This is an optimization exercise on Yosys and OpenROAD, whose aim is small area, not a production implementation. Function was checked by simulation only, so behaviour that the tests miss may differ from the original. Power is estimated from default activity; no workload was simulated.

--- design/flow/run.sh ---
#!/bin/bash
# synth_recipe.tcl (not shown) runs the flow's synth.tcl, then flattens the netlist and writes it again
# the make line also repeats each setting of config.mk as NAME=value (left out here)
make -C /OpenROAD-flow-scripts/flow DESIGN_CONFIG=/design/flow/config.mk WORK_HOME=/design/flow/orfs CLKGATE_MAP_FILE= SYNTH_SCRIPT=/design/flow/synth_recipe.tcl finish
--- design/flow/config.mk ---
export PLATFORM = sky130hd
export DESIGN_NAME = data_memory_pipelined
export DESIGN_NICKNAME = data_memory_pipelined
export VERILOG_FILES = /design/flow/design.v
export SDC_FILE = /design/flow/constraint.sdc
export NUM_CORES = 4
export LEC_CHECK = 0
export CAP_MARGIN = 20
export CORE_MARGIN = 2
export CORE_UTILIZATION = 60
export CTS_BUF_LIST = sky130_fd_sc_hd__clkbuf_8
export CTS_CLUSTER_DIAMETER = 60
export CTS_CLUSTER_SIZE = 16
export GPL_TIMING_DRIVEN = 1
export SETUP_SLACK_MARGIN = 0.3
export SLEW_MARGIN = 20
export SYNTH_HIERARCHICAL = 1
--- design/flow/constraint.sdc ---
create_clock -name core_clock -period 5.0 [get_ports {clock}]
set_input_delay 1.0000 -clock core_clock [delete_from_list [all_inputs] [get_ports {clock}]]
set_output_delay 1.0000 -clock core_clock [all_outputs]
set_load 0.01 [all_outputs]
--- design/flow/design.v ---
package dmem_pkg;
    typedef enum logic {
        ST_CLEAR = 1'b0,
        ST_READY = 1'b1
    } state_t;
    typedef enum logic [1:0] {
        ERR_OK      = 2'd0,
        ERR_RANGE   = 2'd1,
        ERR_BOTH    = 2'd2,
        ERR_NONE_OP = 2'd3
    } err_t;
    function automatic integer bytes_of(input integer data_width);
        bytes_of = data_width / 8;
    endfunction
    function automatic integer index_width(input integer depth);
        index_width = (depth > 1) ? $clog2(depth) : 1;
    endfunction
endpackage
module dmem_read_pipe (
    input  logic [2:0] sel,
    input  logic [2:0] bits,
    output logic       y_n
);
    assign y_n = !(|(sel & bits));
endmodule
module dmem_sel_nor2 (
    input  logic a_n,
    input  logic b_n,
    output logic y
);
    assign y = !(a_n || b_n);
endmodule
module dmem_wsel_nand2 (
    input  logic a,
    input  logic b,
    output logic y_n
);
    assign y_n = !(a && b);
endmodule
module data_memory_pipelined #(
    parameter int DATA_WIDTH   = 16,
    parameter int ADDR_WIDTH   = 16,
    parameter int DEPTH        = 256,
    parameter int READ_LATENCY = 1
) (
    input  logic                      clock,
    input  logic                      reset_n,
    input  logic                      ReqValid,
    output logic                      ReqReady,
    input  logic                      MemWrite,
    input  logic                      MemRead,
    input  logic [ADDR_WIDTH-1:0]     Address,
    input  logic [DATA_WIDTH-1:0]     WriteData,
    input  logic [DATA_WIDTH/8-1:0]   ByteEnable,
    output logic [DATA_WIDTH-1:0]     ReadData,
    output logic                      ReadValid,
    output logic                      AccessError
);
    localparam int BYTES     = dmem_pkg::bytes_of(DATA_WIDTH);
    localparam int LANE_BITS = (BYTES > 1) ? $clog2(BYTES) : 0;
    localparam int IDX_W     = dmem_pkg::index_width(DEPTH);
    localparam int LO_W      = IDX_W / 2;
    localparam int HI_W      = IDX_W - LO_W;
    localparam int NGRP      = DEPTH / 3;
    localparam int NREST     = DEPTH - 3 * NGRP;
    logic                        ready_q;
    logic                        clr;
    logic [ADDR_WIDTH-1:0]       word_addr;
    logic [IDX_W-1:0]            word_idx;
    logic                        in_range;
    logic                        acc;
    logic                        req_err;
    logic                        rd_ok;
    logic [(1<<HI_W)-1:0]        hi_sel;
    logic [(1<<LO_W)-1:0]        lo_sel;
    logic [DEPTH-1:0]            word_sel;
    logic [(1<<HI_W)-1:0]        hi_wr;
    logic [(1<<LO_W)-1:0]        lo_wr;
    logic [BYTES-1:0]            word_we [DEPTH];
    logic [BYTES-1:0]            lane_we;
    logic [DATA_WIDTH-1:0]       wdata;
    logic [DEPTH*DATA_WIDTH-1:0] mem_q;
    logic [DEPTH-1:0]            col [DATA_WIDTH];
    logic [DATA_WIDTH-1:0]       rd_lo;
    logic [DATA_WIDTH-1:0]       rd_hi;
    logic [DATA_WIDTH-1:0]       rd_lo_q;
    logic [DATA_WIDTH-1:0]       rd_hi_q;
    logic                        rd_ok_q;
    logic                        rsp_vld_q;
    logic                        rsp_err_q;
    always_ff @(posedge clock or negedge reset_n) begin
        if (!reset_n) begin
            ready_q <= 1'b0;
        end else begin
            ready_q <= 1'b1;
        end
    end
    assign ReqReady = ready_q;
    assign clr      = !ready_q;
    assign word_addr = Address >> LANE_BITS;
    assign word_idx  = word_addr[IDX_W-1:0];
    assign in_range  = (64'(word_addr) < 64'(DEPTH));
    assign acc       = ReqValid && ready_q;
    assign req_err   = (MemWrite == MemRead) || !in_range;
    assign rd_ok     = in_range && !MemWrite;
    always_comb begin
        for (int i = 0; i < (1 << HI_W); i++) begin
            hi_sel[i] = (word_idx[IDX_W-1:LO_W] == HI_W'(i));
            hi_wr[i]  = clr || hi_sel[i];
        end
        for (int j = 0; j < (1 << LO_W); j++) begin
            lo_sel[j] = (word_idx[LO_W-1:0] == LO_W'(j));
            lo_wr[j]  = clr || lo_sel[j];
        end
    end
    for (genvar w = 0; w < DEPTH; w++) begin : g_dec
        dmem_sel_nor2 u_sel (.a_n(!hi_sel[w >> LO_W]), .b_n(!lo_sel[w % (1 << LO_W)]), .y(word_sel[w]));
        logic wsel_n;
        dmem_wsel_nand2 u_wsel (.a(hi_wr[w >> LO_W]), .b(lo_wr[w % (1 << LO_W)]), .y_n(wsel_n));
        for (genvar b = 0; b < BYTES; b++) begin : g_lane
            dmem_sel_nor2 u_we (.a_n(wsel_n), .b_n(!lane_we[b]), .y(word_we[w][b]));
        end
    end
    assign lane_we = clr ? '1 : ({BYTES{acc && MemWrite && !MemRead && in_range}} & ByteEnable);
    assign wdata   = clr ? '0 : WriteData;
    always_ff @(posedge clock) begin
        for (int w = 0; w < DEPTH; w++) begin
            for (int b = 0; b < BYTES; b++) begin
                if (word_we[w][b]) begin
                    mem_q[w*DATA_WIDTH + 8*b +: 8] <= wdata[8*b +: 8];
                end
            end
        end
    end
    always_comb begin
        for (int i = 0; i < DATA_WIDTH; i++) begin
            for (int w = 0; w < DEPTH; w++) begin
                col[i][w] = mem_q[w*DATA_WIDTH + i];
            end
        end
    end
    for (genvar i = 0; i < DATA_WIDTH; i++) begin : g_rd
        logic [NGRP-1:0] grp_n;
        for (genvar g = 0; g < NGRP; g++) begin : g_grp
            dmem_read_pipe u_aoi (.sel(word_sel[3*g +: 3]), .bits(col[i][3*g +: 3]), .y_n(grp_n[g]));
        end
        assign rd_lo[i] = !(&grp_n[NGRP/2-1:0]);
        if (NREST > 0) begin : g_rest
            assign rd_hi[i] = !(&grp_n[NGRP-1:NGRP/2]) || |(word_sel[DEPTH-1 -: NREST] & col[i][DEPTH-1 -: NREST]);
        end else begin : g_norest
            assign rd_hi[i] = !(&grp_n[NGRP-1:NGRP/2]);
        end
    end
    always_ff @(posedge clock or negedge reset_n) begin
        if (!reset_n) begin
            rsp_vld_q <= 1'b0;
            rsp_err_q <= 1'b0;
        end else begin
            rsp_vld_q <= acc && MemRead;
            rsp_err_q <= acc && req_err;
        end
    end
    always_ff @(posedge clock) begin
        rd_lo_q <= rd_lo;
        rd_hi_q <= rd_hi;
        rd_ok_q <= rd_ok;
    end
    assign ReadData    = (rd_lo_q | rd_hi_q) & {DATA_WIDTH{rd_ok_q}};
    assign ReadValid   = rsp_vld_q;
    assign AccessError = rsp_err_q;
endmodule
==> flow_metrics.py, run 1 <==
metrics = {
    "place": {
        "port_buffers": 56,
        "place_congestion": 0.9171,
        "post_dp_cell_area_sq_um": 157000,
        "place_inst": 11240,
        "pre_cts_ws_ns": -0.3163,
        "dp_hpwl_um": 271000,
    },
    "drt": {
        "wl_um": 416800,
        "first_pass_iters": 10,
        "drtAntennaViolNets": 0,
        "via_per_inst": 7.180,
        "drc": 0,
        "drt_iter0_drc": 16640,
        "vias": 83510,
        "wl_per_cell_um": 35.83,
    },
    "clock_network": {
        "cts_tree": "built",
        "clk_pin_slew_ns": 0.10,
        "post_cts_buffers": 0,
        "cts_htree_levels": 5,
        "cts_sinks": 4132,
        "cts-root-buf": "clkbuf_8",
        "clock_latency_ns": 1.14,
        "numCtsBuffers": 310,
        "clockBufferDepth": 4,
    },
    "synth": {
        "ys_ff_latch": 4132,
        "synth-adder-area-share_pct": 0,
        "synth-edff-count": 4096,
        "synthMuxAreaShare_pct": 0,
        "synth_top_flop_cell": "edfxtp_1",
        "syn_inst": 7124,
        "ys_seq_area_share_pct": 85.47,
        "syn_avg_cell_area_sq_um": 20.32,
        "netlist_area_sq_um": 144800,
        "syn_nets": 7163,
        "synth_top_family_by_area": "compound AO/OA/AOI/OAI gates",
        "yosysWarnings": 10,
        "yosys.area_share.simple_pct": 4.903,
        "synth_xor_area_share_pct": 0.006050,
        "synth_cell_types": 23,
        "async_flop_share_pct": 0.07260,
        "synth_compound_area_share_pct": 9.600,
    },
    "cells_and_area": {
        "most-common-layout-cells": "edfxtp_1, a222oi_1, buf_4",
        "synthToLayoutAreaGrowth_pct": 11.76,
        "final_nets": 8409,
        "seq_area_sq_um": 123700,
        "fin_cells": 11630,
        "fill_cells": 15830,
        "multi_input_area_sq_um": 21400,
        "layout-drive-gt1-share_pct": 15.91,
        "finalCoreUtilization_pct": 67.33,
        "fin_area_sq_um": 161800,
        "mostFrequentLayoutCell": "edfxtp_1",
    },
    "setup_path": {
        "cp.depth": 11,
        "cp.required_ns": 5.98,
        "crit_path_top_delay_cell": "nor3_1",
        "crit_arrival_ns": 5.20,
        "path_max_fanout": 9,
        "crit_buf_inv": 4,
        "worstSetupPathType": "in -> reg",
        "worst_setup_path_end_kind": "flop",
        "cp-startpoint": "Address[4]",
        "crit_path_start_kind": "primary input",
        "max_stage_delay_ns": 0.88,
        "cpLargestDelayFamily": "simple AND/OR/NAND/NOR gates",
        "cp_cell_sequence": "clkdlybuf4s50_1, nor2_1, nand2_2, buf_12, nor2_1, buf_4, a222oi_1, nand4_1, nor3_1, buf_4, nand3_1",
        "r2r-start": "ready_q",
        "reg2reg_depth": 5,
    },
    "global_route": {
        "grtUsageTotal_pct": 33.68,
        "antenna_found_initial": 25,
        "first_global_vias": 79130,
        "grt_pass1_wl_um": 579100,
        "overflow": 0,
        "grt_start_max_net_pins": 119,
    },
    "power": {
        "pwr_density_cell_nw_per_um2": 369.8,
        "ir_worst_vdd_mv": 0.2886,
        "total_power_mw": 59.84,
        "p_leak_nw": 48.66,
    },
    "timing": {
        "final.setup.worst_slack_ns": 0.7790,
        "drv_slew": 0,
        "finalSetupTns_ns": 0,
        "tightest_slew_ns": 1.142,
        "fmax_mhz": 236.9,
        "setup_violations": 0,
        "min_period_ns": 4.221,
        "skew_ns": 0.04294,
        "hold_ws_ns": 0.5109,
        "slew_headroom_pct": 23.59,
        "period_share_pct": 84.42,
        "rsz0062_at_grt": "no",
        "hold_viol": 0,
    },
    "worst_hold_path": {
        "hold_depth": 2,
        "hold_start": "ReqValid",
        "hp-class": "in -> reg",
    },
    "die": {
        "initial_core_util_pct": 60.25,
        "ios": 58,
        "die_area_sq_um": 245200,
        "die_w_um": 495.2,
        "fp-row-count": 180,
        "dieHeight_um": 495.2,
        "core-area_sq_um": 240300,
    },
    "run": {
        "cap_violations": 0,
    },
    "status": {
        "status": "finished clean",
    },
}
==> where the power goes <==
| group | leakage (nW) | switching, mW | internal (mW) |
|---|---|---|---|
| registers | 34.4 | 0.602 | 40.3 |
| logic | 11.7 | 2.27 | 0.683 |
| clock network | 2.55 | 10.2 | 5.81 |
==> layout make-up <==
type	instances	area share, %
Antenna cell	14	0.02165
Clock buffer	319	2.713
Clock inverter	54	0.1469
Multi-Input combinational cell	2983	13.22
Sequential cell	4132	76.47
Tap cell	3185	2.463
Timing Repair Buffer	943	4.957
==> routing by layer <==
metal,vias to the layer above,track usage [%],share of wire (%)
met2,5006,52.68,48
met1,43340,48.09,38
met5,-,0,0.0065
met4,4,12.50,3.9
met3,631,6.206,11
li1,34530,-,-
==> modules after synthesis (local to each module, per instance) <==
module,flip-flops and latches,area [sq um]
dmem_sel_nor2,0,3.754
dmem_read_pipe,0,10.01
data_memory_pipelined,4132,127300
dmem_wsel_nand2,0,3.754
==> worst register-to-register path, delay by kind of cell, from the launching register on <==
| family | cells | cell delay [ns] |
|---|---|---|
| AND/OR/NAND/NOR | 1 | 0.15 |
| AO/OA/AOI/OAI | 1 | 0.88 |
| buffers and inverters | 3 | 1.23 |
| flip-flops | 1 | 0.70 |
==> sequential cells by signal (all words and copies together), names as in the netlist <==
name,count
mem_q,4096
rd_hi_q,16
ready_q,1
rd_ok_q,1
rsp_err_q,1
rd_lo_q,16
rsp_vld_q,1
==> path summary, 6_finish.rpt <==
check / end / slack (ns)
worst max-delay path: rd_lo_q[10] / 0.78
worst min-delay path: rsp_err_q / 0.51
worst max register to register: mem_q[670] / 1.83
worst min register to register: rd_lo_q[14] / 0.61
max in group asynchronous: ready_q / 4.23
min in group asynchronous: ready_q / 0.61
==> synth_stat cells (2+ instances only) <==
library cell | instances | area share [%]
nand2_1 | 323 | 0.84
nor4_1 | 64 | 0.28
a222oi_1 | 1360 | 9.4
dfxtp_1 | 33 | 0.46
nand3_1 | 60 | 0.21
edfxtp_1 | 4096 | 85
and2_1 | 16 | 0.069
clkbuf_1 | 9 | 0.023
nor2b_1 | 8 | 0.035
dfrtp_1 | 3 | 0.052
nor3_1 | 17 | 0.059
a2111oi_0 | 16 | 0.097
a21boi_0 | 2 | 0.010
nand4_1 | 322 | 1.4
nor2_1 | 772 | 2.0
o21a_1 | 16 | 0.083
==> cells by family after synthesis <==
group / Yosys count
other: 1
AO/OA/AOI/OAI: 1395
flip-flops: 4132
XOR/XNOR: 1
AND/OR/NAND/NOR: 1586
buffers and inverters: 9
==> timing repair <==
| item | CTS | global route |
|---|---|---|
| hold endpoints to repair | 3 | 0 |
| resized for setup | 0 | 0 |
| hold buffers | 1 | 0 |
| endpoints found under the setup margin | 0 | 0 |
==> inputs of run 2 (changes only) <==
--- a/design/flow/config.mk
+++ b/design/flow/config.mk
@@ -11,7 +11,7 @@
 export CTS_BUF_LIST = sky130_fd_sc_hd__clkbuf_8
 export CTS_CLUSTER_DIAMETER = 60
 export CTS_CLUSTER_SIZE = 16
-export GPL_TIMING_DRIVEN = 1
+export GPL_TIMING_DRIVEN = 0
 export SETUP_SLACK_MARGIN = 0.3
 export SLEW_MARGIN = 20
 export SYNTH_HIERARCHICAL = 1
==> flow_metrics.py, run 2 <==
metrics = {
    "setup_path": {
        "cp.required_ns": 5.88,
        "r2r_end": "mem_q[729]",
        "max_stage_delay_ns": 1.09,
        "worstSetupPathType": "in -> reg",
        "cp_cell_sequence": "clkdlybuf4s50_1, nor2b_1, nand2_4, buf_12, nor2_2, a222oi_1, nand4_1, nor4_1, nand3_1",
        "reg2reg_depth": 6,
        "r2r-start": "ready_q",
        "path_max_fanout": 16,
        "worst_setup_path_end_kind": "flop",
        "crit_path_top_delay_cell": "nor4_1",
        "ff2ff_setup_slack_ns": 1.31,
        "crit_buf_inv": 2,
        "crit_arrival_ns": 5.47,
        "crit_path_start_kind": "primary input",
        "cpLargestDelayFamily": "simple AND/OR/NAND/NOR gates",
    },
    "power": {
        "pwr_density_cell_nw_per_um2": 376.1,
        "ir_worst_vdd_mv": 0.3153,
        "p_leak_nw": 45.56,
    },
    "cells_and_area": {
        "most-common-layout-cells": "edfxtp_1, a222oi_1, nor2_1",
        "final_nets": 7672,
        "mostFrequentLayoutCell": "edfxtp_1",
        "fin_cells": 10920,
        "layout-drive-gt1-share_pct": 10.69,
        "synthToLayoutAreaGrowth_pct": 9.495,
        "seq_area_sq_um": 123700,
        "multi_input_area_sq_um": 22250,
        "regMostFlops": "mem_q",
        "fill_cells": 15920,
        "fin_area_sq_um": 158500,
        "largest_reg_flops": 4096,
        "reg_top3": "mem_q: 4096 flops, rd_hi_q: 16 flops, rd_lo_q: 16 flops",
        "finalCoreUtilization_pct": 65.97,
    },
    "synth": {
        "synthTopCellsByArea": "edfxtp_1, a222oi_1, nor2_1",
        "synth.most_common_cell": "edfxtp_1",
        "syn_nets": 7163,
        "yosysWarnings": 10,
        "netlist_area_sq_um": 144800,
        "syn_avg_cell_area_sq_um": 20.32,
        "ys_seq_area_share_pct": 85.47,
        "syn_inst": 7124,
        "synth_common_cells": "edfxtp_1, a222oi_1, nor2_1, nand2_1, nand4_1",
        "synth_top_flop_cell": "edfxtp_1",
        "synth_top_area_share_pct": 84.96,
        "synth_top_cell_by_area": "edfxtp_1",
        "ys_ff_latch": 4132,
        "synth_cell_types": 23,
        "async_flop_share_pct": 0.07260,
        "synth-edff-count": 4096,
    },
    "drt": {
        "wl_per_cell_um": 36.68,
        "wl_met1_um": 155300,
        "drc": 0,
        "first_pass_iters": 9,
        "routed.top_layer": "met5",
        "vias": 80220,
        "drt_iter0_drc": 15740,
        "wl_um": 400600,
        "met2WireLength_um": 184800,
        "drtAntennaViolNets": 0,
        "via_per_inst": 7.346,
        "wl_met3_um": 45560,
    },
    "worst_hold_path": {
        "hold_start": "ReqValid",
        "hold_depth": 2,
        "hp-class": "in -> reg",
        "min_to": "rsp_err_q",
    },
    "clock_network": {
        "clockBufferDepth": 4,
        "cts_tree": "built",
        "numCtsBuffers": 310,
        "cts_htree_levels": 5,
        "cts-root-buf": "clkbuf_8",
        "clock_latency_ns": 1.12,
        "post_cts_buffers": 0,
        "cts-resized-gates": 0,
        "clk_pin_slew_ns": 0.10,
        "cts_sinks": 4132,
    },
    "global_route": {
        "grt_pass1_wl_um": 555500,
        "overflow": 0,
        "grt_start_max_net_pins": 76,
        "antenna_found_initial": 21,
        "first_global_vias": 75590,
        "grtUsageTotal_pct": 32.30,
    },
    "timing": {
        "hold_viol": 0,
        "finalSetupTns_ns": 0,
        "skew_ns": 0.05483,
        "drv_slew": 0,
        "min_period_ns": 4.593,
        "setup_violations": 0,
        "period_share_pct": 91.86,
        "fmax_mhz": 217.7,
        "rsz0062_at_grt": "no",
        "tightest_slew_ns": 1.243,
        "slew_headroom_pct": 16.50,
    },
    "place": {
        "post_dp_cell_area_sq_um": 153600,
        "place_congestion": 0.8969,
        "dp_hpwl_um": 265100,
        "port_buffers": 56,
        "place_inst": 10500,
    },
    "die": {
        "die_w_um": 495.2,
        "ios": 58,
        "dieHeight_um": 495.2,
        "fp-row-count": 180,
        "initial_core_util_pct": 60.25,
        "die_area_sq_um": 245200,
        "core-area_sq_um": 240300,
    },
    "run": {
        "cap_violations": 0,
    },
    "status": {
        "status": "finished clean",
    },
}
==> run 2: report_power, final <==
part / switching [mW] / leakage [nW] / internal (mW)
logic: 2.27 / 8.50 / 0.528
registers: 0.567 / 34.4 / 40.3
clock network: 10.1 / 2.62 / 5.88
==> run 2: repair_timing <==
| item | in CTS | in global routing |
|---|---|---|
| endpoints found under the setup margin | 0 | 0 |
| hold buffers | 1 | 0 |
| hold endpoints to repair | 3 | 0 |
==> run 2: cells by family (layout without fill, tap and decap cells) <==
group,count (synthesis),count (layout),share of synthesized area [%]
and+or+nand+nor,1586,1586,4.903
other,1,31,0.002590
buffers and inverters,9,591,0.02333
DFF,4132,4132,85.47
xor gates and xnor gates,1,1,0.006051
AOI/OAI and AO/OA,1395,1395,9.600
==> run 2: worst max path at each step <==
stage	endpoint	startpoint	cells after the start	slack (ns)
floorplan	mem_q[0]	Address[12]	4	-0.44
global placement	mem_q[1782]	ready_q	3	-6.07
detailed placement	rd_lo_q[15]	Address[5]	8	-0.74
CTS	rd_lo_q[1]	Address[5]	8	0.46
global route	rd_hi_q[0]	Address[5]	8	0.45
finish	rd_hi_q[9]	Address[4]	9	0.41
==> run 2: layout make-up <==
cell class / instances / share of cell area (%)
sequential: 4132 / 78.05
clock buffer: 320 / 2.778
antenna: 30 / 0.04736
timing repair buffer: 197 / 2.355
multi-input combinational: 2983 / 14.04
buffer: 9 / 0.02368
clock inverter: 65 / 0.1902
tap: 3185 / 2.514
==> run 2: worst reg2reg max path, delay by kind of cell (launching register included) <==
kind                   cells  cell delay, ns
AND/OR/NAND/NOR            3            1.07
flip-flops                 1            0.35
buffers and inverters      3            2.00
==> run 2: per-layer routing <==
layer / vias up / track usage (%)
met1: 41410 / 47.32
met3: 635 / 7.050
li1: 33150 / -
met4: 14 / 12.07
met5: - / 0.1761
met2: 5015 / 48.38
==> run 2: metrics by stage <==
step           power, mW  setup slack (ns)  hold slack (ns)
3_3_place_gp       44.28            -6.072           0.6068
3_5_place_dp       44.41           -0.7387           0.5975
5_1_grt            61.33            0.4507           0.4891
6_report           59.62            0.4070           0.5294
2_1_floorplan      42.71           -0.4425           0.4615
4_1_cts            59.85            0.4611           0.4242
==> run 2: Yosys stat by module, one instance, submodules excluded <==
module	area [sq um]	cells
dmem_read_pipe	10.01	1
dmem_sel_nor2	3.754	1
dmem_wsel_nand2	3.754	1
data_memory_pipelined	127300	4740
==> inputs of run 3 (changes only) <==
--- a/design/flow/design.v
+++ b/design/flow/design.v
@@ -29,13 +29,6 @@
     output logic y
 );
     assign y = !(a_n || b_n);
-endmodule
-module dmem_wsel_nand2 (
-    input  logic a,
-    input  logic b,
-    output logic y_n
-);
-    assign y_n = !(a && b);
 endmodule
 module data_memory_pipelined #(
     parameter int DATA_WIDTH   = 16,
@@ -74,7 +67,7 @@
     logic [(1<<HI_W)-1:0]        hi_sel;
     logic [(1<<LO_W)-1:0]        lo_sel;
     logic [DEPTH-1:0]            word_sel;
-    logic [(1<<HI_W)-1:0]        hi_wr;
+    logic [BYTES-1:0]            hi_wr [1<<HI_W];
     logic [(1<<LO_W)-1:0]        lo_wr;
     logic [BYTES-1:0]            word_we [DEPTH];
     logic [BYTES-1:0]            lane_we;
@@ -106,7 +99,9 @@
     always_comb begin
         for (int i = 0; i < (1 << HI_W); i++) begin
             hi_sel[i] = (word_idx[IDX_W-1:LO_W] == HI_W'(i));
-            hi_wr[i]  = clr || hi_sel[i];
+            for (int b = 0; b < BYTES; b++) begin
+                hi_wr[i][b] = (clr || hi_sel[i]) && lane_we[b];
+            end
         end
         for (int j = 0; j < (1 << LO_W); j++) begin
             lo_sel[j] = (word_idx[LO_W-1:0] == LO_W'(j));
@@ -115,10 +110,8 @@
     end
     for (genvar w = 0; w < DEPTH; w++) begin : g_dec
         dmem_sel_nor2 u_sel (.a_n(!hi_sel[w >> LO_W]), .b_n(!lo_sel[w % (1 << LO_W)]), .y(word_sel[w]));
-        logic wsel_n;
-        dmem_wsel_nand2 u_wsel (.a(hi_wr[w >> LO_W]), .b(lo_wr[w % (1 << LO_W)]), .y_n(wsel_n));
         for (genvar b = 0; b < BYTES; b++) begin : g_lane
-            dmem_sel_nor2 u_we (.a_n(wsel_n), .b_n(!lane_we[b]), .y(word_we[w][b]));
+            dmem_sel_nor2 u_we (.a_n(!hi_wr[w >> LO_W][b]), .b_n(!lo_wr[w % (1 << LO_W)]), .y(word_we[w][b]));
         end
     end
     assign lane_we = clr ? '1 : ({BYTES{acc && MemWrite && !MemRead && in_range}} & ByteEnable);
--- a/design/flow/config.mk
+++ b/design/flow/config.mk
@@ -10,7 +10,7 @@
 export CORE_UTILIZATION = 60
 export CTS_BUF_LIST = sky130_fd_sc_hd__clkbuf_8
 export CTS_CLUSTER_DIAMETER = 60
-export CTS_CLUSTER_SIZE = 16
+export CTS_CLUSTER_SIZE = 18
 export GPL_TIMING_DRIVEN = 0
 export SETUP_SLACK_MARGIN = 0.3
 export SLEW_MARGIN = 20
==> flow_metrics.py, run 3 <==
metrics = {
    "status": {
        "status": "finished clean",
    },
    "power": {
        "pwr_density_cell_nw_per_um2": 364.8,
        "switchingPower_mw": 12.63,
        "p_seq_share_pct": 68.3,
        "p_clk_share_pct": 26.9,
        "p_leak_nw": 53.13,
        "intPower_mw": 45.15,
        "ir_worst_vdd_mv": 0.2902,
        "power_frac_comb_pct": 4.8,
        "sw_frac_of_total_pct": 21.85,
    },
    "die": {
        "dieHeight_um": 494.1,
        "die_w_um": 494.1,
        "fp-row-count": 179,
        "core-area_sq_um": 238300,
        "initial_core_util_pct": 60.47,
        "ios": 58,
        "die_area_sq_um": 244100,
    },
    "setup_path": {
        "crit_path_start_kind": "primary input",
        "worst_setup_path_end_kind": "flop",
        "cp.required_ns": 5.84,
        "path_max_fanout": 16,
        "worstSetupPathType": "in -> reg",
        "crit_arrival_ns": 5.64,
    },
    "timing": {
        "skew_ns": 0.03471,
        "min_period_ns": 4.797,
        "setup_violations": 0,
        "tightest_slew_ns": 1.140,
        "hold_ws_ns": 0.1008,
        "hold_viol": 0,
        "slew_headroom_pct": 23.99,
        "fmax_mhz": 208.5,
        "finalSetupTns_ns": 0,
        "period_share_pct": 95.94,
        "rsz0062_at_grt": "yes",
        "drv_slew": 0,
    },
    "synth": {
        "syn_inst": 6897,
        "async_flop_share_pct": 0.07260,
        "synth_cell_types": 26,
        "synth.most_common_cell": "edfxtp_1",
        "syn_avg_cell_area_sq_um": 20.89,
        "netlist_area_sq_um": 144100,
        "synth_top_area_share_pct": 85.35,
        "synth_top_cell_by_area": "edfxtp_1",
        "synth_common_cells": "edfxtp_1, a222oi_1, nor2_1, nand4_1, nor4_1",
        "ys_seq_area_share_pct": 85.87,
        "yosysWarnings": 12,
        "synth-edff-count": 4096,
        "ys_ff_latch": 4132,
        "syn_nets": 6936,
        "synthTopCellsByArea": "edfxtp_1, a222oi_1, nor2_1",
        "synth_top_flop_cell": "edfxtp_1",
    },
    "clock_network": {
        "hold_buffers": 0,
        "clock_latency_ns": 1.09,
        "cts_htree_levels": 5,
        "cts-root-buf": "clkbuf_8",
        "clockBufferDepth": 4,
        "cts_tree": "built",
        "cts_sinks": 4132,
        "post_cts_buffers": 0,
        "clk_pin_slew_ns": 0.11,
        "numCtsBuffers": 284,
    },
    "drt": {
        "wl_per_cell_um": 39.16,
        "wl_um": 418900,
        "drt_iter0_drc": 16520,
        "first_pass_iters": 10,
        "drc": 0,
        "vias": 80770,
        "drtAntennaViolNets": 0,
        "via_per_inst": 7.552,
    },
    "cells_and_area": {
        "regMostFlops": "mem_q",
        "most-common-layout-cells": "edfxtp_1, a222oi_1, nor2_1",
        "reg_top3": "mem_q: 4096 flops, rd_hi_q: 16 flops, rd_lo_q: 16 flops",
        "synthToLayoutAreaGrowth_pct": 9.904,
        "fill_cells": 15760,
        "mostFrequentLayoutCell": "edfxtp_1",
        "largest_reg_flops": 4096,
        "final_nets": 7453,
        "layout-drive-gt1-share_pct": 11.54,
        "fin_area_sq_um": 158400,
    },
    "place": {
        "port_buffers": 52,
        "post_dp_cell_area_sq_um": 153800,
        "place_congestion": 0.8322,
        "dp_hpwl_um": 275700,
    },
    "global_route": {
        "grtUsageTotal_pct": 33.91,
        "grt_start_max_net_pins": 67,
        "antenna_found_initial": 14,
        "grt_pass1_wl_um": 577500,
        "first_global_vias": 75750,
        "overflow": 0,
    },
    "worst_hold_path": {
        "hp-class": "in -> async",
    },
    "run": {
        "cap_violations": 0,
    },
}
==> run 3: cell count changes after synthesis, moves of 7 or more <==
cell      previous run  this run
a21oi_1              0         9
a31oi_1              0         7
nand2_1            323        36
o21a_1              16        48
clkbuf_1             9        18
==> run 3: cell type report <==
| type | instances | area, sq um | area share, % |
|---|---|---|---|
| repair buffers | 231 | 4463 | 2.818 |
| flip-flops and latches | 4132 | 123700 | 78.13 |
| well taps | 3167 | 3963 | 2.502 |
| clock inverters | 93 | 419.2 | 0.2647 |
| plain buffers | 20 | 98.84 | 0.06241 |
| inverters | 1 | 3.754 | 0.002370 |
| diodes | 15 | 37.54 | 0.02370 |
| clock buffers | 292 | 4019 | 2.538 |
| multi-input cells | 2744 | 21640 | 13.66 |
==> run 3: worst paths after layout <==
path	cells past startpoint	slack, ns	start	to
setup / recovery	10	0.20	Address[1]	rd_lo_q[15]
max in group asynchronous	1	4.76	reset_n	ready_q
min in group core_clock	3	0.52	ReqValid	rsp_err_q
hold reg to reg	4	0.65	mem_q[1133]	rd_lo_q[13]
setup reg to reg	8	1.02	ready_q	mem_q[2975]
hold / removal	1	0.10	reset_n	rsp_err_q
==> run 3: worst max-delay path, cell delays in order <==
cell,delay [ns]
clkdlybuf4s15_1,0.58
nor2b_1,0.33
clkbuf_1,0.46
nand2_4,0.56
buf_12,0.29
nor2_2,0.20
a222oi_1,0.69
nand4_1,0.29
nor4_1,0.77
nand3_1,0.44
==> run 3: power by group through the flow <==
| stage | registers, mW | logic (mW) | clock network (mW) |
|---|---|---|---|
| after global routing | 39.5 | 2.86 | 16.8 |
| final | 39.5 | 2.77 | 15.5 |
| after detailed placement | 40.3 | 2.74 | 0 |
| after global placement | 40.5 | 2.24 | 0 |
| after floorplan | 40.2 | 1.08 | 0 |
| after CTS | 39.5 | 2.74 | 15.7 |
==> run 3: stage by stage <==
| step | setup WS [ns] | total power, mW | std cells | util [%] |
|---|---|---|---|---|
| floorplan | 1.430 | 41.29 | 6897 | - |
| global placement | -6.542 | 42.69 | 10120 | 62.36 |
| detailed placement | -0.8635 | 43.00 | 10300 | 64.56 |
| CTS | 0.3208 | 57.96 | 10680 | 66.42 |
| global route | 0.2651 | 59.21 | 10690 | 66.46 |
| finish | 0.2031 | 57.78 | 10700 | 66.46 |
==> run 3: per-module statistics from Yosys (local to each module, per instance) <==
module                 flops+latches  copies in the design  cells
data_memory_pipelined           4132                     1   4769
dmem_read_pipe                     0                  1360      1
dmem_sel_nor2                      0                   768      1
==> run 3: timing repair <==
item | 4_1_cts | 5_1_grt
gates resized for setup | 1 | 5
cloned | 0 | 0
setup endpoints to repair | 1 | 3
==> run 3: cell families (layout without fill, tap and decap cells) <==
kind of cell	count (synthesis)	after routing	synth area share (%)
DFF	4132	4132	85.87
AOI/OAI and AO/OA	1440	1440	9.856
and+or+nand+nor	1302	1302	4.205
buffers and inverters	21	637	0.06511
other	1	16	0.002602
xor gates and xnor gates	1	1	0.006079
==> run 3: per-layer routing <==
metal | vias up | part of all wire, % | routed length (um) | track usage (%)
met5 | - | 0.0062 | 26 | 0
met4 | 4 | 4.3 | 17910 | 11.60
met3 | 701 | 11 | 47310 | 5.364
met2 | 5491 | 47 | 195900 | 52.18
met1 | 42050 | 38 | 157700 | 50.33
li1 | 32530 | - | - | -
==> inputs of run 4 (changes only) <==
==> design/flow/config.mk (replaced) <==
export PLATFORM = sky130hd
export DESIGN_NAME = data_memory_pipelined
export DESIGN_NICKNAME = data_memory_pipelined
export VERILOG_FILES = /design/flow/design.v
export SDC_FILE = /design/flow/constraint.sdc
export NUM_CORES = 4
export LEC_CHECK = 0
export CAP_MARGIN = 10
export CORE_MARGIN = 2
export CORE_UTILIZATION = 65
export CTS_BUF_LIST = sky130_fd_sc_hd__clkbuf_8
export CTS_CLUSTER_DIAMETER = 60
export CTS_CLUSTER_SIZE = 18
export GPL_TIMING_DRIVEN = 0
export SETUP_SLACK_MARGIN = 0.3
export SLEW_MARGIN = 10
export SYNTH_HIERARCHICAL = 1
==> flow_metrics.py, run 4 <==
metrics = {
    "drt": {
        "drc": 0,
        "vias": 80580,
        "via_per_inst": 7.712,
        "first_pass_iters": 10,
        "drt_iter0_drc": 18010,
        "wl_um": 399500,
        "drtAntennaViolNets": 0,
        "wl_per_cell_um": 38.23,
    },
    "synth": {
        "synth_top_cell_by_area": "edfxtp_1",
        "synth_top_flop_cell": "edfxtp_1",
        "synthTopCellsByArea": "edfxtp_1, a222oi_1, nor2_1",
        "synth_common_cells": "edfxtp_1, a222oi_1, nor2_1, nand4_1, nor4_1",
        "ys_seq_area_share_pct": 85.87,
        "ys_ff_latch": 4132,
        "synth_top_area_share_pct": 85.35,
        "yosysWarnings": 12,
        "async_flop_share_pct": 0.07260,
        "syn_avg_cell_area_sq_um": 20.89,
        "syn_inst": 6897,
        "synth_cell_types": 26,
        "syn_nets": 6936,
        "synth-edff-count": 4096,
        "synth.most_common_cell": "edfxtp_1",
        "netlist_area_sq_um": 144100,
    },
    "cells_and_area": {
        "multi_input_area_sq_um": 21330,
        "fill_cells": 13500,
        "final_nets": 7425,
        "largest_reg_flops": 4096,
        "fin_area_sq_um": 157100,
        "layout-drive-gt1-share_pct": 9.417,
        "finalCoreUtilization_pct": 71.43,
        "seq_area_sq_um": 123700,
        "fin_cells": 10450,
        "regMostFlops": "mem_q",
        "reg_top3": "mem_q: 4096 flops, rd_hi_q: 16 flops, rd_lo_q: 16 flops",
        "mostFrequentLayoutCell": "edfxtp_1",
        "most-common-layout-cells": "edfxtp_1, a222oi_1, nor2_1",
        "synthToLayoutAreaGrowth_pct": 9.030,
    },
    "setup_path": {
        "crit_arrival_ns": 5.64,
        "crit_path_start_kind": "primary input",
        "path_max_fanout": 16,
        "cp.required_ns": 5.80,
        "worstSetupPathType": "in -> reg",
        "worst_setup_path_end_kind": "flop",
    },
    "place": {
        "place_inst": 10030,
        "dp_hpwl_um": 259100,
        "port_buffers": 52,
        "place_congestion": 0.8397,
        "post_dp_cell_area_sq_um": 151800,
    },
    "power": {
        "pwr_density_cell_nw_per_um2": 365.6,
        "p_leak_nw": 52.77,
        "ir_worst_vdd_mv": 0.3899,
    },
    "global_route": {
        "first_global_vias": 75760,
        "grtUsageTotal_pct": 35.16,
        "overflow": 0,
        "grt_pass1_wl_um": 554500,
        "antenna_found_initial": 33,
        "grt_start_max_net_pins": 79,
    },
    "timing": {
        "drv_slew": 0,
        "setup_violations": 0,
        "slew_headroom_pct": 7.255,
        "fmax_mhz": 206.9,
        "finalSetupTns_ns": 0,
        "skew_ns": 0.05420,
        "period_share_pct": 96.65,
        "rsz0062_at_grt": "no",
        "hold_viol": 0,
        "tightest_slew_ns": 1.386,
        "min_period_ns": 4.832,
    },
    "clock_network": {
        "cts_tree": "built",
        "cts_sinks": 4132,
        "cts-root-buf": "clkbuf_8",
        "clock_latency_ns": 1.11,
        "clockBufferDepth": 4,
        "cts_htree_levels": 5,
        "clk_pin_slew_ns": 0.11,
        "numCtsBuffers": 282,
    },
    "die": {
        "dieHeight_um": 474.8,
        "die_area_sq_um": 225500,
        "initial_core_util_pct": 65.52,
        "core-area_sq_um": 219900,
        "die_w_um": 474.8,
        "ios": 58,
        "fp-row-count": 172,
    },
    "status": {
        "status": "finished clean",
    },
    "run": {
        "cap_violations": 0,
    },
    "worst_hold_path": {
        "hp-class": "in -> async",
    },
}
[run 4: cell counts after synthesis]
Identical to the previous run, type by type.
[run 4: layout make-up]
cell class,instances,area share [%]
Multi-Input combinational cell,2744,13.58
Sequential cell,4132,78.75
Antenna cell,26,0.04141
Timing Repair Buffer,205,2.458
Tap cell,2958,2.356
Clock buffer,290,2.540
Clock inverter,73,0.2118
Inverter,1,0.002389
Buffer,20,0.06052
[run 4: cell families after synthesis]
| family | count (synthesis) | synth area share [%] |
|---|---|---|
| buffers and inverters | 21 | 0.06511 |
| DFF | 4132 | 85.87 |
| AOI/OAI and AO/OA | 1440 | 9.856 |
| other | 1 | 0.002602 |
| xor gates and xnor gates | 1 | 0.006079 |
| and+or+nand+nor | 1302 | 4.205 |
[run 4: worst paths after layout]
check	start	end	slack, ns	depth (start not counted)
max	Address[2]	rd_hi_q[6]	0.17	9
min	reset_n	ready_q	0.09	1
max reg2reg	ready_q	mem_q[3893]	0.52	8
min reg2reg	mem_q[4082]	rd_hi_q[2]	0.58	2
max in group asynchronous	reset_n	rsp_vld_q	4.76	1
min in group core_clock	ReqValid	rsp_err_q	0.51	3
[run 4: routing by layer]
| layer | wire length [um] | part of all wire (%) | up-vias | GRT usage, % |
|---|---|---|---|---|
| li1 | - | - | 32460 | - |
| met1 | 148900 | 37 | 41610 | 52.59 |
| met2 | 182300 | 46 | 5810 | 51.90 |
| met3 | 52720 | 13 | 686 | 7.582 |
| met4 | 15350 | 3.8 | 22 | 13.23 |
| met5 | 143 | 0.036 | - | 0 |
[run 4: worst max-delay path, cell delays in order]
cell	delay, ns
clkbuf_1	0.62
nor2b_1	0.10
clkbuf_1	0.54
nand2_8	0.62
nor2_1	0.43
a222oi_1	0.66
nand4_1	0.31
nor4_1	0.82
nand3_2	0.50
[run 4: power breakdown]
group	switching, mW	internal (mW)	leakage (nW)
combinational	2.21	0.448	7.09
clock	9.92	5.39	2.43
sequential	0.230	39.2	43.2
total	12.4	45.1	52.8
[run 4: through the flow]
| stage | total power [mW] | worst slack, ns | hold WS [ns] |
|---|---|---|---|
| 2_1_floorplan | 41.29 | 1.430 | 0.4615 |
| 3_3_place_gp | 42.61 | -6.062 | 0.5526 |
| 3_5_place_dp | 42.84 | -1.719 | 0.5599 |
| 4_1_cts | 57.53 | 0.2570 | 0.01057 |
| 5_1_grt | 58.90 | 0.2745 | 0.05677 |
| 6_report | 57.44 | 0.1677 | 0.09279 |
[run 4: Yosys stat by module, one instance, submodules excluded]
module | cell area (sq um) | flops+latches | cells | times used
data_memory_pipelined | 127600 | 4132 | 4769 | 1
dmem_read_pipe | 10.01 | 0 | 1 | 1360
dmem_sel_nor2 | 3.754 | 0 | 1 | 768
[run 4: repair_timing]
action                                  4_1_cts  5_1_grt
hold buffers                                  0        0
resized for setup                            51       20
setup buffers                                18        6
pin swaps                                     1        0
endpoints found under the setup margin       27       21
==> inputs of run 5 (changes only) <==
--- a/design/flow/config.mk
+++ b/design/flow/config.mk
@@ -7,7 +7,7 @@
 export LEC_CHECK = 0
 export CAP_MARGIN = 10
 export CORE_MARGIN = 2
-export CORE_UTILIZATION = 65
+export CORE_UTILIZATION = 70
 export CTS_BUF_LIST = sky130_fd_sc_hd__clkbuf_8
 export CTS_CLUSTER_DIAMETER = 60
 export CTS_CLUSTER_SIZE = 18
==> flow_metrics.py, run 5 <==
metrics = {
    "drt": {
        "wl_per_cell_um": 38.66,
        "drc": 0,
        "drtAntennaViolNets": 0,
        "first_pass_iters": 13,
        "vias": 81150,
        "drt_iter0_drc": 18420,
        "wl_um": 393600,
        "via_per_inst": 7.972,
    },
    "power": {
        "pwr_density_cell_nw_per_um2": 366.5,
        "sw_frac_of_total_pct": 21.48,
        "p_leak_nw": 52.83,
        "p_clk_share_pct": 26.7,
        "switchingPower_mw": 12.34,
        "power_frac_comb_pct": 4.6,
        "intPower_mw": 45.11,
        "total_power_mw": 57.45,
        "p_seq_share_pct": 68.7,
        "ir_worst_vdd_mv": 0.3209,
    },
    "die": {
        "core-area_sq_um": 204600,
        "die_w_um": 457.7,
        "fp-row-count": 166,
        "initial_core_util_pct": 70.44,
        "die_area_sq_um": 209500,
        "ios": 58,
        "dieHeight_um": 457.7,
    },
    "timing": {
        "min_period_ns": 5.010,
        "tightest_slew_ns": 1.384,
        "rsz0062_at_grt": "yes",
        "fmax_mhz": 199.6,
        "hold_viol": 0,
        "drv_slew": 0,
        "skew_ns": 0.03816,
        "hold_ws_ns": 0.1069,
        "period_share_pct": 100.2,
        "finalSetupTns_ns": -0.009846,
        "final.setup.worst_slack_ns": -0.009846,
        "slew_headroom_pct": 7.369,
        "setup_violations": 1,
    },
    "synth": {
        "syn_avg_cell_area_sq_um": 20.89,
        "ys_ff_latch": 4132,
        "synth_top_area_share_pct": 85.35,
        "yosysWarnings": 12,
        "syn_inst": 6897,
        "ys_seq_area_share_pct": 85.87,
        "synth_top_cell_by_area": "edfxtp_1",
        "synthTopCellsByArea": "edfxtp_1, a222oi_1, nor2_1",
        "synth_common_cells": "edfxtp_1, a222oi_1, nor2_1, nand4_1, nor4_1",
        "syn_nets": 6936,
        "netlist_area_sq_um": 144100,
        "synth.most_common_cell": "edfxtp_1",
        "async_flop_share_pct": 0.07260,
        "synth-edff-count": 4096,
        "synth_cell_types": 26,
        "synth_top_flop_cell": "edfxtp_1",
    },
    "clock_network": {
        "cts_tree": "built",
        "clk_pin_slew_ns": 0.11,
        "cts_htree_levels": 5,
        "cts_sinks": 4132,
        "clock_latency_ns": 1.12,
        "numCtsBuffers": 282,
        "hold_buffers": 0,
        "cts-root-buf": "clkbuf_8",
        "clockBufferDepth": 4,
    },
    "setup_path": {
        "crit_path_start_kind": "primary input",
        "path_max_fanout": 16,
        "crit_arrival_ns": 5.87,
        "worstSetupPathType": "in -> reg",
        "worst_setup_path_end_kind": "flop",
        "cp.required_ns": 5.86,
    },
    "cells_and_area": {
        "fin_cells": 10180,
        "largest_reg_flops": 4096,
        "fill_cells": 10920,
        "regMostFlops": "mem_q",
        "mostFrequentLayoutCell": "edfxtp_1",
        "synthToLayoutAreaGrowth_pct": 8.786,
        "layout-drive-gt1-share_pct": 9.087,
        "fin_area_sq_um": 156800,
        "most-common-layout-cells": "edfxtp_1, a222oi_1, nor2_1",
        "finalCoreUtilization_pct": 76.63,
        "reg_top3": "mem_q: 4096 flops, rd_hi_q: 16 flops, rd_lo_q: 16 flops",
        "final_nets": 7435,
    },
    "run": {
        "cap_violations": 0,
    },
    "place": {
        "pre_cts_ws_ns": -1.626,
        "dp_hpwl_um": 253000,
        "port_buffers": 52,
        "place_congestion": 0.8572,
        "post_dp_cell_area_sq_um": 151200,
        "place_inst": 9751,
    },
    "global_route": {
        "antenna_found_initial": 16,
        "first_global_vias": 76870,
        "overflow": 0,
        "grtUsageTotal_pct": 37.25,
        "grt_start_max_net_pins": 85,
        "grt_pass1_wl_um": 549200,
    },
    "worst_hold_path": {
        "hp-class": "in -> async",
    },
    "status": {
        "status": "complete, but fails checks",
        "violations": "negative setup slack",
    },
}
## run 5: kinds of logic after synthesis
logic type	count (synthesis)	share of synthesized area, %
AO/OA/AOI/OAI	1440	9.856
XOR/XNOR	1	0.006079
other	1	0.002602
AND/OR/NAND/NOR	1302	4.205
buffers and inverters	21	0.06511
flip-flops	4132	85.87
## run 5: worst max-delay path, cell delays in order
cell and delay, ns:
clkdlybuf4s15_1 0.59, nor2b_1 0.35, clkbuf_1 0.52, nand2_8 0.61
nor2_2 0.30, a222oi_1 0.59, nand4_1 0.55, nor4_2 0.87
nand3_1 0.44
## run 5: path summary, 6_finish.rpt
kind / start / end / slack (ns) / cells after the start
setup / recovery: Address[1] / rd_hi_q[5] / -0.01 / 9
setup reg to reg: ready_q / mem_q[1586] / 0.80 / 7
hold / removal: reset_n / rsp_err_q / 0.11 / 1
hold reg to reg: mem_q[4092] / rd_hi_q[12] / 0.65 / 2
min in group core_clock: ReqValid / rsp_err_q / 0.50 / 3
max in group asynchronous: reset_n / ready_q / 4.73 / 1
## run 5: layer usage
layer | vias to the layer above | part of all wire [%] | track usage, %
met4 | 12 | 4.8 | 16.90
met5 | - | 0.055 | 0.09185
met1 | 41240 | 35 | 53.71
met3 | 831 | 15 | 10.15
li1 | 32450 | - | -
met2 | 6625 | 45 | 54.48
## run 5: power groups by stage
stage	logic, mW	clock network (mW)	registers (mW)
final	2.63	15.3	39.5
after global routing	2.69	16.6	39.5
after detailed placement	2.51	0	40.3
after global placement	2.12	0	40.4
after floorplan	1.08	0	40.2
after CTS	2.54	15.5	39.5
## run 5: final cells by class
cell class / count / area, sq um / area share, %
clock buffer: 293 / 4033 / 2.572
tap: 2688 / 3363 / 2.145
timing repair buffer: 215 / 3845 / 2.453
clock inverter: 67 / 314.1 / 0.2003
inverter: 1 / 3.754 / 0.002394
sequential: 4132 / 123700 / 78.93
antenna: 20 / 50.05 / 0.03193
multi-input combinational: 2744 / 21320 / 13.60
buffer: 20 / 97.59 / 0.06226
## run 5: Yosys stat by module (local to each module, per instance)
module | cell area [sq um] | flip-flops and latches | copies in the design | cells inside
dmem_read_pipe | 10.01 | 0 | 1360 | 1
dmem_sel_nor2 | 3.754 | 0 | 768 | 1
data_memory_pipelined | 127600 | 4132 | 1 | 4769
## run 5: repair_timing
| action | CTS | global route |
|---|---|---|
| pin swaps | 3 | 0 |
| setup endpoints to repair | 22 | 31 |
| buffers inserted | 30 | 4 |
| gates resized for setup | 48 | 39 |
==> inputs of run 6 (changes only) <==
==> design/flow/flow/run.sh (new file) <==
#!/bin/bash
# The standard ORFS layout, with plain buffers instead of delay cells on the input and
# output ports. The whole make output goes to standard.log; ORFS keeps each step's log under orfs/logs.
set -euo pipefail
export BUFFER_PORTS_ARGS="-buffer_cell sky130_fd_sc_hd__buf_4"
bash standard.sh finish > standard.log 2>&1
==> design/flow/standard.sh (new file) <==
#!/bin/bash
# synth_recipe.tcl (not shown) runs the flow's synth.tcl, then flattens the netlist and writes it again
# the make line also repeats each setting of config.mk as NAME=value (left out here)
make -C /OpenROAD-flow-scripts/flow DESIGN_CONFIG=/design/flow/config.mk WORK_HOME=/design/flow/orfs CLKGATE_MAP_FILE= SYNTH_SCRIPT=/design/flow/synth_recipe.tcl "${@:-finish}"
--- a/design/flow/config.mk
+++ b/design/flow/config.mk
@@ -7,10 +7,10 @@
 export LEC_CHECK = 0
 export CAP_MARGIN = 10
 export CORE_MARGIN = 2
-export CORE_UTILIZATION = 70
+export CORE_UTILIZATION = 60
 export CTS_BUF_LIST = sky130_fd_sc_hd__clkbuf_8
 export CTS_CLUSTER_DIAMETER = 60
-export CTS_CLUSTER_SIZE = 18
+export CTS_CLUSTER_SIZE = 17
 export GPL_TIMING_DRIVEN = 0
 export SETUP_SLACK_MARGIN = 0.3
 export SLEW_MARGIN = 10
removed: design/flow/run.sh
==> flow_metrics.py, run 6 <==
metrics = {
    "synth": {
        "ys_ff_latch": 4132,
        "synth.most_common_cell": "edfxtp_1",
        "netlist_area_sq_um": 144100,
        "yosys.area_share.simple_pct": 4.205,
        "synth-edff-count": 4096,
        "synth_top_flop_cell": "edfxtp_1",
        "synth_top_cell_by_area": "edfxtp_1",
        "synth_compound_area_share_pct": 9.856,
        "synth_cell_types": 26,
        "async_flop_share_pct": 0.07260,
        "synth-adder-area-share_pct": 0,
        "synthTopCellsByArea": "edfxtp_1, a222oi_1, nor2_1",
        "synth_xor_area_share_pct": 0.006078,
        "syn_avg_cell_area_sq_um": 20.89,
        "synth_top_family_by_area": "compound AO/OA/AOI/OAI gates",
        "yosysWarnings": 12,
        "syn_inst": 6897,
        "ys_seq_area_share_pct": 85.87,
        "synthMuxAreaShare_pct": 0,
        "synth_top_area_share_pct": 85.35,
        "syn_nets": 6936,
        "synth_common_cells": "edfxtp_1, a222oi_1, nor2_1, nand4_1, nor4_1",
    },
    "drt": {
        "wl_per_cell_um": 39.60,
        "drtAntennaViolNets": 0,
        "via_per_inst": 7.590,
        "drt_iter0_drc": 16960,
        "first_pass_iters": 14,
        "drc": 0,
        "wl_um": 422500,
        "vias": 80970,
    },
    "die": {
        "fp-row-count": 179,
        "ios": 58,
        "die_w_um": 494.1,
        "core-area_sq_um": 238300,
        "initial_core_util_pct": 60.47,
        "die_area_sq_um": 244100,
        "dieHeight_um": 494.1,
    },
    "global_route": {
        "grtUsageTotal_pct": 34.10,
        "overflow": 0,
        "grt_start_max_net_pins": 80,
        "first_global_vias": 75890,
        "antenna_found_initial": 10,
        "grt_pass1_wl_um": 579200,
    },
    "power": {
        "p_leak_nw": 53.14,
        "ir_worst_vdd_mv": 0.2720,
        "pwr_density_cell_nw_per_um2": 366.9,
        "total_power_mw": 57.99,
    },
    "clock_network": {
        "numCtsBuffers": 295,
        "cts_tree": "built",
        "cts_htree_levels": 5,
        "cts-root-buf": "clkbuf_8",
        "clock_latency_ns": 1.12,
        "clk_pin_slew_ns": 0.11,
        "clockBufferDepth": 4,
        "cts_sinks": 4132,
    },
    "timing": {
        "drv_slew": 0,
        "skew_ns": 0.04854,
        "setup_violations": 0,
        "hold_viol": 0,
        "rsz0062_at_grt": "yes",
        "slew_headroom_pct": 7.072,
        "fmax_mhz": 207.1,
        "min_period_ns": 4.829,
        "hold_ws_ns": 0.1631,
        "tightest_slew_ns": 1.389,
        "period_share_pct": 96.58,
    },
    "setup_path": {
        "crit_buf_inv": 3,
        "path_max_fanout": 16,
        "crit_path_top_delay_cell": "a222oi_1",
        "worstSetupPathType": "in -> reg",
        "crit_path_start_kind": "primary input",
        "cp_cell_sequence": "clkdlybuf4s15_1, nor2b_1, clkbuf_1, nand3_4, buf_12, nor2_2, a222oi_1, nand4_1, nor4_2, nand3_1",
        "crit_arrival_ns": 5.68,
        "max_stage_delay_ns": 0.65,
        "cpLargestDelayFamily": "simple AND/OR/NAND/NOR gates",
        "ff2ff_setup_slack_ns": 0.57,
        "worst_setup_path_end_kind": "flop",
        "cp.required_ns": 5.85,
    },
    "cells_and_area": {
        "layout-drive-gt1-share_pct": 11.25,
        "largest_reg_flops": 4096,
        "reg_top3": "mem_q: 4096 flops, rd_hi_q: 16 flops, rd_lo_q: 16 flops",
        "final_nets": 7465,
        "fin_area_sq_um": 158000,
        "regMostFlops": "mem_q",
        "fin_cells": 10670,
        "mostFrequentLayoutCell": "edfxtp_1",
        "synthToLayoutAreaGrowth_pct": 9.676,
        "most-common-layout-cells": "edfxtp_1, a222oi_1, nor2_1",
    },
    "place": {
        "post_dp_cell_area_sq_um": 152800,
        "place_inst": 10280,
        "port_buffers": 52,
        "dp_hpwl_um": 273900,
        "place_congestion": 0.8421,
    },
    "status": {
        "status": "finished clean",
    },
    "run": {
        "cap_violations": 0,
    },
    "worst_hold_path": {
        "hp-class": "in -> reg",
    },
}
run 6: cell types whose count changed in the layout (fill, tap and decap cells not counted), moves of 11 or more:
| cell | delta |
|---|---|
| nor4_2 | +13 |
| diode_2 | -14 |
| nor2_2 | +75 |
| nor2_1 | -75 |
| clkdlybuf4s50_1 | -52 |
| buf_4 | +51 |
| clkbuf_8 | +11 |
| buf_16 | +19 |
run 6: per-stage QoR:
stage	utilization (%)	setup TNS, ns	worst slack [ns]
2_1_floorplan	-	0	1.430
3_3_place_gp	62.31	-	-7.111
3_5_place_dp	64.12	-29.62	-1.328
4_1_cts	66.11	0	0.2844
5_1_grt	66.32	0	0.1870
6_report	66.32	0	0.1711
run 6: cell type report:
| class | instances | area (sq um) |
|---|---|---|
| antenna | 6 | 15.01 |
| clock buffer | 304 | 4184 |
| fill | 15770 | 80250 |
| sequential | 4132 | 123700 |
| tap | 3167 | 3963 |
| multi-input combinational | 2744 | 21560 |
| timing repair buffer | 232 | 4174 |
| buffer | 20 | 97.59 |
| inverter | 1 | 3.754 |
| clock inverter | 62 | 315.3 |
run 6: worst min-delay path, delay by kind of cell:
family | cells | cell delay, ns
compound gates | 1 | 0.04
simple gates | 1 | 0.05
buf+inv | 1 | 0.12
run 6: path summary, 6_finish.rpt:
| kind | start | endpoint | cells past startpoint |
|---|---|---|---|
| worst max-delay path | Address[1] | rd_lo_q[2] | 10 |
| min in group asynchronous | reset_n | ready_q | 2 |
| worst min register to register | mem_q[4080] | rd_hi_q[0] | 2 |
| worst max register to register | ready_q | mem_q[548] | 8 |
| max in group asynchronous | reset_n | rsp_vld_q | 2 |
| worst min-delay path | ReqValid | rsp_err_q | 3 |
run 6: timing repair:
item / 4_1_cts / 5_1_grt
pin swaps: 2 / 0
setup endpoints to repair: 20 / 24
resized for setup: 19 / 39
endpoints found under the hold margin: 4 / 0
buffers inserted: 8 / 0
hold buffers: 2 / 0
run 6: metal layers:
layer	routed length (um)	vias to the layer above	track usage, %	share of wire (%)
met2	196500	5521	52.03	47
met3	50790	730	6.753	12
met1	157100	42190	49.54	37
li1	-	32520	-	-
met5	28	-	0	0.0066
met4	17980	4	12.83	4.3
run 6: cell families (layout without fill, tap and decap cells):
group           after synthesis  in the layout
xor+xnor                      1              1
other cells                   1              7
flops                      4132           4132
compound gates             1440           1440
buf+inv                      21            619
simple gates               1302           1302
run 6: power by group:
| part | total (mW) | switching [mW] | internal [mW] |
|---|---|---|---|
| logic | 2.76 | 2.28 | 0.476 |
| clock network | 15.8 | 10.1 | 5.66 |
| registers | 39.5 | 0.232 | 39.2 |
| total | 58.0 | 12.6 | 45.4 |
run 6: per-module statistics from Yosys (local to each module, per instance):
module | flops+latches | cells inside | area (sq um) | copies in the design
dmem_sel_nor2 | 0 | 1 | 3.754 | 768
data_memory_pipelined | 4132 | 4769 | 127600 | 1
dmem_read_pipe | 0 | 1 | 10.01 | 1360

separate check: timing with driven ports:
How much do the figures lean on ideal ports? The routed layouts below were timed once more, with nothing changed but the port constraints.
Step 1 sets driving cells, clkbuf_16 on the clock port and buf_2 on the other inputs (assumed; they add their load-dependent delay and slew).
Step 2 moves the port delays by t, midway between the first and last clock arrival at a register: inputs arrive t later, outputs are due t later. That takes back most of the time a late clock gives input paths.
a / b / c = ideal ports / drivers / drivers and shift; a / b = the first two.
run | t (ns) | setup slack, ns | worst register clock-pin slew, ns
run 1 | 1.199 | 0.779 / 0.824 / -0.375 | 0.11 / 0.11
run 2 | 1.176 | 0.407 / 0.400 / -0.776 | 0.11 / 0.11
run 3 | 1.167 | 0.203 / 0.230 / -0.937 | 0.12 / 0.12
run 4 | 1.192 | 0.168 / 0.062 / -1.130 | 0.12 / 0.12
run 5 | 1.187 | -0.010 / 0.022 / -1.164 | 0.12 / 0.12
run 6 | 1.188 | 0.171 / 0.202 / -0.986 | 0.11 / 0.11
With both steps, setup timing fails in 5 of these runs, where it was met with ideal ports. The setup slack of run 4, which loses most, moves by -0.106 ns with the drivers and by -1.298 ns with both steps.
